What follows belongs to an exercise in optimizing a design on an open flow for small area, a short achievable clock period and few clock cycles per item; a production flow would make more cautious choices. Function was checked by simulation only, so behaviour that the tests miss may differ from the original. No activity file was given, so power comes from the tool's default toggle rates.

==> inputs of build 72 <==
// timing_recovery_top
module timing_recovery_top (
  input  wire                  clk,
  input  wire                  reset_i,
  input  wire                  raw_valid_i,
  input  timing_pkg::sample_t  raw_i_i,
  input  timing_pkg::sample_t  raw_q_i,
  input  wire           [15:0] step_i,
  input  timing_pkg::mu_gain_t mu_gain_i,
  input  wire                  sym_ready_i,
  output logic                 raw_ready_o,
  output logic                 sym_valid_o,
  output timing_pkg::sym_t     sym_i_o,
  output timing_pkg::sym_t     sym_q_o
);
clock: 9.0 ns
lec_check: 0
abc_area: 1
cap_margin: 20
core_margin: 2
core_utilization: 55
cts_buf_list: sky130_fd_sc_hd__clkbuf_4 sky130_fd_sc_hd__clkbuf_8
setup_slack_margin: 4.0
slew_margin: 20
standard.sh (not shown) runs the stock make flow with config.mk's settings and CLKGATE_MAP_FILE= SYNTH_SCRIPT=/design/flow/synth_recipe.tcl, a recipe that flattens the netlist after the stock synthesis.
==> flow/flow/run.sh <==
#!/bin/bash
# Standard layout with two changes:
#  - plain buffers on the ports instead of the delay buffers buffer_ports picks
#  - after synthesis, inv_opt.tcl pushes inverters through the full adders
#    (a full adder is self-dual), removing inverter pairs between adder cells
set -euo pipefail
export BUFFER_PORTS_ARGS="-buffer_cell sky130_fd_sc_hd__buf_2"
export POST_SYNTH_TCL="$PWD/flow/inv_opt.tcl"
bash standard.sh > standard_flow.log 2>&1
==> flow/flow/inv_opt.tcl <==
# Push inverters through full adders (sky130 fa is self-dual:
# FA(~a,~b,~c) = (~sum, ~cout)) wherever that removes inverters.
# Runs on the synthesized netlist loaded in OpenROAD (POST_SYNTH_TCL hook).

namespace eval invopt {
  variable block
  variable inv_master
  variable uid 0

  proc is_inv {inst} {
    set n [[$inst getMaster] getName]
    return [string match "sky130_fd_sc_hd__inv_*" $n]
  }
  proc is_fa {inst} {
    return [string match "sky130_fd_sc_hd__fa_*" [[$inst getMaster] getName]]
  }
  proc driver {net} {
    foreach it [$net getITerms] {
      if {[$it isOutputSignal]} { return $it }
    }
    return ""
  }
  proc loads {net} {
    set l {}
    foreach it [$net getITerms] {
      if {[$it isInputSignal]} { lappend l $it }
    }
    return $l
  }
  proc has_bterm {net} {
    return [expr {[llength [$net getBTerms]] > 0}]
  }
  # inverter driven by net, if any: returns its output net or ""
  proc inv_of {net} {
    foreach it [loads $net] {
      set inst [$it getInst]
      if {[is_inv $inst]} { return [[$inst findITerm Y] getNet] }
    }
    return ""
  }
  proc new_net {} {
    variable block
    variable uid
    incr uid
    return [odb::dbNet_create $block "invopt_n$uid"]
  }
  proc new_inv {a y} {
    variable block
    variable inv_master
    variable uid
    incr uid
    set inst [odb::dbInst_create $block $inv_master "invopt_i$uid"]
    [$inst findITerm A] connect $a
    [$inst findITerm Y] connect $y
    return $inst
  }

  proc gain {f} {
    set g 0
    set seen {}
    foreach p {A B CIN} {
      set x [[$f findITerm $p] getNet]
      if {$x eq "NULL" || $x eq ""} { return -99 }
      if {[lsearch $seen $x] >= 0} { return -99 }
      lappend seen $x
      set d [driver $x]
      if {$d ne "" && [is_inv [$d getInst]]} {
        if {[llength [loads $x]] == 1 && ![has_bterm $x]} { incr g }
      } elseif {[inv_of $x] eq ""} {
        incr g -1
      }
    }
    foreach p {SUM COUT} {
      set s [[$f findITerm $p] getNet]
      if {$s eq "NULL" || $s eq ""} { return -99 }
      set other [has_bterm $s]
      foreach it [loads $s] {
        set inst [$it getInst]
        if {[is_inv $inst] && ![has_bterm [[$inst findITerm Y] getNet]]} {
          incr g
        } else {
          set other 1
        }
      }
      if {$other} { incr g -1 }
    }
    return $g
  }

  proc flip {f} {
    foreach p {A B CIN} {
      set it [$f findITerm $p]
      set x [$it getNet]
      set d [driver $x]
      if {$d ne "" && [is_inv [$d getInst]]} {
        set dinst [$d getInst]
        set y [[$dinst findITerm A] getNet]
        $it disconnect
        $it connect $y
        if {[llength [loads $x]] == 0 && ![has_bterm $x]} {
          odb::dbInst_destroy $dinst
          odb::dbNet_destroy $x
        }
      } else {
        set z [inv_of $x]
        if {$z eq ""} {
          set z [new_net]
          new_inv $x $z
        }
        $it disconnect
        $it connect $z
      }
    }
    foreach p {SUM COUT} {
      set it [$f findITerm $p]
      set s [$it getNet]
      set s2 [new_net]
      $it disconnect
      $it connect $s2
      set other [has_bterm $s]
      foreach l [loads $s] {
        set inst [$l getInst]
        if {[is_inv $inst] && ![has_bterm [[$inst findITerm Y] getNet]]} {
          set t [[$inst findITerm Y] getNet]
          foreach tl [loads $t] {
            $tl disconnect
            $tl connect $s2
          }
          odb::dbInst_destroy $inst
          odb::dbNet_destroy $t
        } else {
          set other 1
        }
      }
      if {$other} {
        new_inv $s2 $s
      } else {
        odb::dbNet_destroy $s
      }
    }
  }

  proc count_inv {} {
    variable block
    set n 0
    foreach i [$block getInsts] { if {[is_inv $i]} { incr n } }
    return $n
  }

  proc run {} {
    variable block
    variable inv_master
    set block [ord::get_db_block]
    set inv_master [[ord::get_db] findMaster sky130_fd_sc_hd__inv_1]
    set before [count_inv]
    for {set pass 0} {$pass < 20} {incr pass} {
      set changed 0
      foreach f [$block getInsts] {
        if {![is_fa $f]} { continue }
        if {[gain $f] > 0} {
          flip $f
          incr changed
        }
      }
      if {$changed == 0} { break }
    }
    puts "invopt: inverters $before -> [count_inv] after $pass passes"
  }
}
invopt::run
==> trial 98 (differences from build 72) <==
- ABC_AREA: 1 -> unset
- CORE_UTILIZATION: 55 -> 40
- CTS_BUF_LIST: sky130_fd_sc_hd__clkbuf_4 sky130_fd_sc_hd__clkbuf_8 -> unset
- SETUP_SLACK_MARGIN: 4.0 -> 3.0
==> trial 42 (differences from build 72) <==
- ABC_AREA: 1 -> unset
- SETUP_SLACK_MARGIN: 4.0 -> 4.5
==> trial 24 (differences from build 72) <==
==> flow/run.sh (new file) <==
#!/bin/bash
# synth_recipe.tcl (not shown) runs the flow's synth.tcl, then flattens the netlist and writes it again
# the make line also repeats each setting of config.mk as NAME=value (left out here)
make -C /OpenROAD-flow-scripts/flow DESIGN_CONFIG=/design/flow/config.mk WORK_HOME=/design/flow/orfs CLKGATE_MAP_FILE= SYNTH_SCRIPT=/design/flow/synth_recipe.tcl finish
- ABC_AREA: 1 -> unset
- CORE_UTILIZATION: 55 -> 40
- CTS_BUF_LIST: sky130_fd_sc_hd__clkbuf_4 sky130_fd_sc_hd__clkbuf_8 -> unset
- SETUP_SLACK_MARGIN: 4.0 -> 4.5
removed: flow/flow/run.sh
removed: flow/flow/inv_opt.tcl
removed: flow/standard.sh
==> results.txt <==
- The run finished with no timing, DRC or antenna violations.
- The count of routing violations after the opening detailed-route iteration is 804.
- In the routed layout, each cell is associated on average with a via count of 4.876.
- In this run the core area contains 81 standard-cell rows.
- The number of antenna violations at the first check in global routing is 0.
- The endpoint of the worst register-to-register path is i_symbol_joiner.sym_i_o[12].
- Counting every net in the synthesized netlist gives approximately 2500.
- The final hold slack is 458.8 ps.
That was trial 24.
==> results.txt <==
- The count of routing violations after the opening detailed-route iteration is 633.
- The final hold slack is roughly 430 ps.
- Counting every net in the synthesized netlist gives 2756.
- The number of antenna violations at the first check in global routing came to 6.
- Dividing the detail-routed via count by the number of cells gives 5.262.
- The endpoint of the worst register-to-register path is i_symbol_joiner.sym_i_o[17].
- The run finished with no timing, DRC or antenna violations.
That was build 72.
==> results.txt <==
- The run finished with no timing, DRC or antenna violations.
- The detailed router finished its first iteration with 688 violations.
- In this run the core area contains between 60 and 70 standard-cell rows.
- Final hold analysis gives a worst-case slack of 457.1 ps.
- In the routed layout, each cell is associated on average with a via count of around 5.4.
- The number of nets handed over by synthesis was 2272.
- The endpoint identified for the worst register-to-register timing path is i_symbol_joiner.sym_i_o[12].
That was trial 42.
==> results.txt <==
- The flow ran to the end and the layout has no timing, DRC or antenna violations.
- The count of routing violations after the opening detailed-route iteration is 607.
- Adding up every negative setup slack in the final design gives 0 ps.
- For this run, the number of standard cells in the final layout without fillers is 2535.
- Counting cells, the worst reg-to-reg path comes to 14.
- The initialized floorplan defines 80 standard-cell rows.
- The number of antenna violations at the first check in global routing is 2.
- OpenSTA, run right after detailed placement, puts the worst setup slack at about 3400 ps.
- The endpoint of the worst register-to-register path is i_symbol_joiner.sym_i_o[17].
- The power per cell area is 281.5 mW/mm^2.
That was trial 98.
Testbench counts of build 72, summed over its fixed seeds: cycles 24,012, items 24,000.
Testbench counts of trial 98, summed over its fixed seeds: cycles 24,012, items 24,000.
Testbench counts of trial 42, summed over its fixed seeds: cycles 24,012, items 24,000.
Testbench counts of trial 24, summed over its fixed seeds: cycles 24,012, items 24,000.

==> what the ideal ports hide <==
The flow's constraints put no driver on any port. The routed layouts listed below were extracted and timed again, unchanged, in two steps.
Step 1 assumes that a clkbuf_16 drives the clock port and a buf_2 every other input.
Step 2, shift: input delay + t, output delay - t, t = (earliest + latest rising clock arrival at the registers) / 2. This alone moves slack from input paths to output paths.
Slacks: no drivers / after step 1 / after step 2; pairs: no drivers / after step 1.
| run | shift t [ns] | slack for setup (ns) | latest minus earliest clock arrival (ns) | slew at the worst register clock pin (ns) | worst slew at a driven data input, ns |
|---|---|---|---|---|---|
| build 72 | 0.643 | 4.262 / 4.262 / 4.262 | 0.050 / 0.050 | 0.06 / 0.06 | 0.07 |
| trial 98 | 0.603 | 3.419 / 3.419 / 3.419 | 0.015 / 0.015 | 0.06 / 0.06 | 0.06 |
| trial 42 | 0.643 | 4.205 / 4.205 / 4.205 | 0.048 / 0.048 | 0.07 / 0.07 | 0.07 |
| trial 24 | 0.601 | 4.112 / 4.112 / 4.112 | 0.015 / 0.015 | 0.07 / 0.07 | 0.06 |
After both steps every run listed still meets setup and hold.
